Source: an optimization exercise on an open RTL-to-GDS flow (aim: small area). Production flows keep margins and buffers that such runs may drop.
Function was checked by simulation only, so behaviour that the tests miss may differ from the original.
Power figures rest on the tool's default switching activity, not on a simulated workload.

==> flow/design.v <==
module wbrf_wbit (input logic we, input logic we_n, input logic dp, input logic q,
                  output logic y);
  assign y = ~((we | q) & (we_n | dp));
endmodule
module wbrf_aoi222 (input logic a1, input logic a2, input logic b1, input logic b2,
                    input logic c1, input logic c2, output logic y);
  assign y = ~((a1 & a2) | (b1 & b2) | (c1 & c2));
endmodule
module wbrf_ao221 (input logic a1, input logic a2, input logic b1, input logic b2,
                   input logic c, output logic y);
  assign y = (a1 & a2) | (b1 & b2) | c;
endmodule
module wbrf_nand4 (input logic a, input logic b, input logic c, input logic d,
                   output logic y);
  assign y = ~(a & b & c & d);
endmodule
module wbrf_inv (input logic a, output logic y);
  assign y = ~a;
endmodule
module wbrf_nand2 (input logic a, input logic b, output logic y);
  assign y = ~(a & b);
endmodule
module wbrf_or4 (input logic a, input logic b, input logic c, input logic d, output logic y);
  assign y = a | b | c | d;
endmodule
module wbrf_and2 (input logic a, input logic b, output logic y);
  assign y = a & b;
endmodule
module wbrf_and3 (input logic a, input logic b, input logic c, output logic y);
  assign y = a & b & c;
endmodule
module wbrf_or2 (input logic a, input logic b, output logic y);
  assign y = a | b;
endmodule
module wbrf_a22o (input logic a1, input logic a2, input logic b1, input logic b2,
                  output logic y);
  assign y = (a1 & a2) | (b1 & b2);
endmodule
module wbrf_hit (input logic we, input logic [4:0] a, input logic [4:0] b, output logic y);
  assign y = we && a == b;
endmodule
module wbrf_xor2 (input logic a, input logic b, output logic y);
  assign y = a ^ b;
endmodule
module wbrf_or3 (input logic a, input logic b, input logic c, output logic y);
  assign y = a | b | c;
endmodule
module wbrf_rdbit #(parameter bit EXTRA = 1'b0) (
  input  logic [31:0] sel,
  input  logic [31:0] d,
  input  logic        extra,
  output logic        y
);
  logic [9:0] l;
  logic [2:0] g;
  logic       h;
  for (genvar k = 0; k < 10; k++) begin : g_aoi
    wbrf_aoi222 u (.a1(sel[3*k]), .a2(d[3*k]), .b1(sel[3*k+1]), .b2(d[3*k+1]),
                   .c1(sel[3*k+2]), .c2(d[3*k+2]), .y(l[k]));
  end
  wbrf_nand4 u_n0 (.a(l[0]), .b(l[1]), .c(l[2]), .d(l[3]), .y(g[0]));
  wbrf_nand4 u_n1 (.a(l[4]), .b(l[5]), .c(l[6]), .d(l[7]), .y(g[1]));
  wbrf_nand2 u_n2 (.a(l[8]), .b(l[9]), .y(g[2]));
  wbrf_ao221 u_a  (.a1(sel[30]), .a2(d[30]), .b1(sel[31]), .b2(d[31]), .c(g[2]), .y(h));
  if (EXTRA) begin : g_x
    wbrf_or4 u_o (.a(g[0]), .b(g[1]), .c(h), .d(extra), .y(y));
  end else begin : g_n
    wbrf_or3 u_o (.a(g[0]), .b(g[1]), .c(h), .y(y));
  end
endmodule
module wbrf_busyrd (input logic [3:0] lo, input logic [7:0] hi, input logic [31:1] busy,
                    output logic y);
  logic [7:0] l, m;
  logic [7:1] n;
  logic [1:0] h;
  logic       g;
  wbrf_aoi222 u_l0 (.a1(lo[1]), .a2(busy[1]), .b1(lo[2]), .b2(busy[2]), .c1(lo[3]), .c2(busy[3]),
                    .y(l[0]));
  wbrf_inv u_m0 (.a(l[0]), .y(m[0]));
  for (genvar k = 1; k < 8; k++) begin : g_k
    wbrf_aoi222 u_l (.a1(lo[0]), .a2(busy[4*k]), .b1(lo[1]), .b2(busy[4*k+1]),
                     .c1(lo[2]), .c2(busy[4*k+2]), .y(l[k]));
    wbrf_nand2 u_n (.a(lo[3]), .b(busy[4*k+3]), .y(n[k]));
    wbrf_nand2 u_m (.a(l[k]), .b(n[k]), .y(m[k]));
  end
  wbrf_aoi222 u_h0 (.a1(hi[0]), .a2(m[0]), .b1(hi[1]), .b2(m[1]), .c1(hi[2]), .c2(m[2]), .y(h[0]));
  wbrf_aoi222 u_h1 (.a1(hi[3]), .a2(m[3]), .b1(hi[4]), .b2(m[4]), .c1(hi[5]), .c2(m[5]), .y(h[1]));
  wbrf_nand2 u_g (.a(h[0]), .b(h[1]), .y(g));
  wbrf_ao221 u_y (.a1(hi[6]), .a2(m[6]), .b1(hi[7]), .b2(m[7]), .c(g), .y(y));
endmodule
module wbrf_rdport #(parameter logic [31:0] INIT = 32'h0) (
  input  logic [31:0]       sel,    
  input  logic              init,   
  input  logic              ph,
  input  logic [31:0]       wb_val,
  input  logic [31:1][31:0] regs,
  output logic [31:0]       y
);
  for (genvar b = 0; b < 32; b++) begin : g_bit
    logic [31:0] d;
    logic        yp;
    assign d[0] = wb_val[b];
    for (genvar i = 1; i < 32; i++) begin : g_d
      assign d[i] = regs[i][b];
    end
    wbrf_rdbit #(.EXTRA(INIT[b])) u (.sel(sel), .d(d), .extra(init), .y(yp));
    wbrf_xor2 u_x (.a(yp), .b(ph), .y(y[b]));
  end
endmodule
module wb_regfile #(
  parameter logic [31:0] SP_INIT = 32'h0001_0000
) (
  input  logic        clk_in,
  input  logic        rst_in,
  input  logic        rdy_in,
  input  logic [4:0]  wb_rd_addr,
  input  logic [31:0] wb_rd_val,
  input  logic [6:0]  wb_ins_type,
  input  logic        iss_valid,
  input  logic [4:0]  iss_rd_addr,
  input  logic [4:0]  rs1_addr,
  input  logic [4:0]  rs2_addr,
  output logic [31:0] rs1_val,
  output logic [31:0] rs2_val,
  output logic        rs1_busy,
  output logic        rs2_busy,
  output logic        stall_req
);
  logic [31:1][31:0] regs, regs_nxt;
  logic [31:1] valid, valid_nxt;
  logic [31:1] busy, busy_nxt;
  logic        op_we, wb_we, hit1, hit2, init1, init2, valid2_n;
  logic [3:0]  wlo, wlo_n, slo, rlo1, rlo2;
  logic [7:0]  whi_n;
  logic [7:0]  whi, shi, rhi1, rhi2;
  logic [31:1] wr, wr_n;
  logic [31:0] sel1, sel2;
  logic        phase, ph1, ph2;
  logic [31:0] wb_dp;
  assign op_we = wb_ins_type == 7'b0110111 || wb_ins_type == 7'b0010111 ||
                 wb_ins_type == 7'b1101111 || wb_ins_type == 7'b1100111 ||
                 wb_ins_type == 7'b0000011 || wb_ins_type == 7'b0010011 ||
                 wb_ins_type == 7'b0110011;
  assign wb_we = op_we && wb_rd_addr != 5'd0;
  wbrf_hit u_hit1 (.we(wb_we), .a(wb_rd_addr), .b(rs1_addr), .y(hit1));
  wbrf_hit u_hit2 (.we(wb_we), .a(wb_rd_addr), .b(rs2_addr), .y(hit2));
  always_comb begin
    for (int j = 0; j < 4; j++) begin
      wlo[j]  = wb_rd_addr[1:0] == 2'(j);
      wlo_n[j] = !wlo[j];
      slo[j]  = iss_rd_addr[1:0] == 2'(j);
      rlo1[j] = rs1_addr[1:0] == 2'(j) && !hit1;
      rlo2[j] = rs2_addr[1:0] == 2'(j) && !hit2;
    end
    for (int k = 0; k < 8; k++) begin
      whi[k]  = wb_rd_addr[4:2] == 3'(k) && rdy_in && op_we;
      whi_n[k] = !whi[k];
      shi[k]  = iss_rd_addr[4:2] == 3'(k) && rdy_in && iss_valid;
      rhi1[k] = rs1_addr[4:2] == 3'(k);
      rhi2[k] = rs2_addr[4:2] == 3'(k);
    end
  end
  assign sel1[0] = hit1;
  assign sel2[0] = hit2;
  for (genvar i = 1; i < 32; i++) begin : g_dec
    wbrf_and2  u_wr  (.a(wlo[i % 4]), .b(whi[i / 4]), .y(wr[i]));
    wbrf_or2   u_wrn (.a(wlo_n[i % 4]), .b(whi_n[i / 4]), .y(wr_n[i]));
    wbrf_and3  u_s1  (.a(rlo1[i % 4]), .b(rhi1[i / 4]), .c(valid[i]), .y(sel1[i]));
    wbrf_and3  u_s2  (.a(rlo2[i % 4]), .b(rhi2[i / 4]), .c(valid[i]), .y(sel2[i]));
    wbrf_a22o  u_bn  (.a1(busy[i]), .a2(wr_n[i]), .b1(slo[i % 4]), .b2(shi[i / 4]),
                      .y(busy_nxt[i]));
    wbrf_or2   u_vn  (.a(valid[i]), .b(wr[i]), .y(valid_nxt[i]));
  end
  assign valid2_n = !valid[2];
  wbrf_and3 u_i1 (.a(rlo1[2]), .b(rhi1[0]), .c(valid2_n), .y(init1));
  wbrf_and3 u_i2 (.a(rlo2[2]), .b(rhi2[0]), .c(valid2_n), .y(init2));
  assign ph1 = phase && |sel1[31:1];
  assign ph2 = phase && |sel2[31:1];
  wbrf_rdport #(.INIT(SP_INIT)) u_rd1 (.sel(sel1), .init(init1), .ph(ph1), .wb_val(wb_rd_val),
                                       .regs(regs), .y(rs1_val));
  wbrf_rdport #(.INIT(SP_INIT)) u_rd2 (.sel(sel2), .init(init2), .ph(ph2), .wb_val(wb_rd_val),
                                       .regs(regs), .y(rs2_val));
  wbrf_busyrd u_b1 (.lo(rlo1), .hi(rhi1), .busy(busy), .y(rs1_busy));
  wbrf_busyrd u_b2 (.lo(rlo2), .hi(rhi2), .busy(busy), .y(rs2_busy));
  assign stall_req = rs1_busy || rs2_busy;
  for (genvar b = 0; b < 32; b++) begin : g_dp
    wbrf_xor2 u (.a(wb_rd_val[b]), .b(phase), .y(wb_dp[b]));
  end
  for (genvar i = 1; i < 32; i++) begin : g_wr
    for (genvar b = 0; b < 32; b++) begin : g_b
      wbrf_wbit u (.we(wr[i]), .we_n(wr_n[i]), .dp(wb_dp[b]), .q(regs[i][b]),
                   .y(regs_nxt[i][b]));
    end
  end
  always_ff @(posedge clk_in) regs <= regs_nxt;
  always_ff @(posedge clk_in or posedge rst_in) begin
    if (rst_in) begin
      phase <= 1'b0;
      valid <= '0;
      busy <= '0;
    end else begin
      phase <= !phase;
      valid <= valid_nxt;
      busy <= busy_nxt;
    end
  end
endmodule
clock: 8.0 ns
lec_check: 0
cap_margin: 20
core_margin: 2
core_utilization: 45
cts_buf_list: sky130_fd_sc_hd__clkbuf_8
cts_cluster_diameter: 100
cts_cluster_size: 15
slew_margin: 20
synth_hierarchical: 1
synth_minimum_keep_size: 0
standard.sh (not shown) runs the stock make flow with config.mk's settings and CLKGATE_MAP_FILE= SYNTH_SCRIPT=/design/flow/synth_recipe.tcl, a recipe that flattens the netlist after the stock synthesis.
==> flow/flow/run.sh <==
#!/bin/bash
# Standard ORFS layout (the standard.sh) with two changes:
# - every input and output port still gets its own buffer, but a buf_1 instead of the
#   slow clkdlybuf4s50_1 that buffer_ports picks by default;
# - before global placement, weak drivers of high-fanout nets (the per-register decode
#   gates) are upsized to their _4 variant, which is smaller than the driver plus the
#   buffer the resizer would otherwise add.
set -euo pipefail
export BUFFER_PORTS_ARGS="-buffer_cell sky130_fd_sc_hd__buf_1"
export PRE_GLOBAL_PLACE_TCL="$PWD/flow/upsize_drivers.tcl"
bash standard.sh > standard.log 2>&1
==> flow/flow/upsize_drivers.tcl <==
# upsize weak drivers of high-fanout nets to their _4 variant, where that is smaller than
# the driver plus a buffer
set up_map {and2_1 and2_4 and2_0 and2_4 and3_1 and3_4 or2_1 or2_4 or2_0 or2_4 a21o_1 a21o_2}
set n 0
foreach inst [[ord::get_db_block] getInsts] {
  set m [[$inst getMaster] getName]
  if {![regexp {^sky130_fd_sc_hd__(.*)$} $m -> short]} continue
  if {![dict exists $up_map $short]} continue
  set fo 0
  foreach it [$inst getITerms] {
    if {[$it isOutputSignal] && [$it getNet] != "NULL"} { set fo [expr {[llength [[$it getNet] getITerms]] - 1}] }
  }
  if {$fo >= 16} {
    $inst swapMaster [[ord::get_db] findMaster sky130_fd_sc_hd__[dict get $up_map $short]]
    incr n
  }
}
puts "hook: upsized $n drivers"
The first run completed without violations.
Rerun with:
--- a/flow/design.v
+++ b/flow/design.v
@@ -13,8 +13,11 @@
 module wbrf_nand4 (input logic a, input logic b, input logic c, input logic d,
                    output logic y);
   assign y = ~(a & b & c & d);
 endmodule
+module wbrf_nand3 (input logic a, input logic b, input logic c, output logic y);
+  assign y = ~(a & b & c);
+endmodule
 module wbrf_inv (input logic a, output logic y);
   assign y = ~a;
 endmodule
 module wbrf_nand2 (input logic a, input logic b, output logic y);
@@ -31,11 +34,10 @@
 endmodule
 module wbrf_or2 (input logic a, input logic b, output logic y);
   assign y = a | b;
 endmodule
-module wbrf_a22o (input logic a1, input logic a2, input logic b1, input logic b2,
-                  output logic y);
-  assign y = (a1 & a2) | (b1 & b2);
+module wbrf_a21o (input logic a1, input logic a2, input logic b, output logic y);
+  assign y = (a1 & a2) | b;
 endmodule
 module wbrf_hit (input logic we, input logic [4:0] a, input logic [4:0] b, output logic y);
   assign y = we && a == b;
 endmodule
@@ -132,9 +134,9 @@
   logic        op_we, wb_we, hit1, hit2, init1, init2, valid2_n;
   logic [3:0]  wlo, wlo_n, slo, rlo1, rlo2;
   logic [7:0]  whi_n;
   logic [7:0]  whi, shi, rhi1, rhi2;
-  logic [31:1] wr, wr_n;
+  logic [31:1] wr, wr_n, set;
   logic [31:0] sel1, sel2;
   logic        phase, ph1, ph2;
   logic [31:0] wb_dp;
   assign op_we = wb_ins_type == 7'b0110111 || wb_ins_type == 7'b0010111 ||
@@ -164,12 +166,12 @@
   assign sel2[0] = hit2;
   for (genvar i = 1; i < 32; i++) begin : g_dec
     wbrf_and2  u_wr  (.a(wlo[i % 4]), .b(whi[i / 4]), .y(wr[i]));
     wbrf_or2   u_wrn (.a(wlo_n[i % 4]), .b(whi_n[i / 4]), .y(wr_n[i]));
+    wbrf_and2  u_set (.a(slo[i % 4]), .b(shi[i / 4]), .y(set[i]));
     wbrf_and3  u_s1  (.a(rlo1[i % 4]), .b(rhi1[i / 4]), .c(valid[i]), .y(sel1[i]));
     wbrf_and3  u_s2  (.a(rlo2[i % 4]), .b(rhi2[i / 4]), .c(valid[i]), .y(sel2[i]));
-    wbrf_a22o  u_bn  (.a1(busy[i]), .a2(wr_n[i]), .b1(slo[i % 4]), .b2(shi[i / 4]),
-                      .y(busy_nxt[i]));
+    wbrf_a21o  u_bn  (.a1(busy[i]), .a2(wr_n[i]), .b(set[i]), .y(busy_nxt[i]));
     wbrf_or2   u_vn  (.a(valid[i]), .b(wr[i]), .y(valid_nxt[i]));
   end
   assign valid2_n = !valid[2];
   wbrf_and3 u_i1 (.a(rlo1[2]), .b(rhi1[0]), .c(valid2_n), .y(init1));
Final area rose slightly.
Setup slack improves by 0.0054 ns.
Critical path depth does not change.
Sequential share of layout area decreases by 0.36 points.
Fmax barely changes.
Register-to-register slack is worse by 0.27 ns.
Via count falls slightly.
Flip-flop and latch count is unchanged.
Die area is higher slightly.
Total power came out lower slightly.
Clock power is lower slightly.
Global-route usage shrinks by 0.99 points.
Clock skew is about the same.

-- port drivers added, routing unchanged --
How much do the figures lean on ideal ports? The routed layouts below were timed once more, with nothing changed but the port constraints. Step 1: set_driving_cell puts a clkbuf_16 on clk_in and a buf_2 on each other input, an assumption about the parent block. Step 2 times the ports against the registers' clock, not the clock port: input delays grow and output delays shrink by t, the midpoint of the rising clock arrivals with the driver on. Three values: no drivers, after step 1, after step 2; two values: the first two.
run | t, ns | slack for setup (ns) | worst slew at a driven data input, ns | pins driven straight from the clock port
the first run | 0.813 | 0.317 / 0.295 / 0.295 | 0.10 | 1
the second run | 0.804 | 0.322 / 0.301 / 0.301 | 0.09 | 1
After both steps every run listed still meets setup and hold. The setup slack of the first run, which loses most, moves by -0.022 ns with the drivers and by -0.022 ns with both steps.
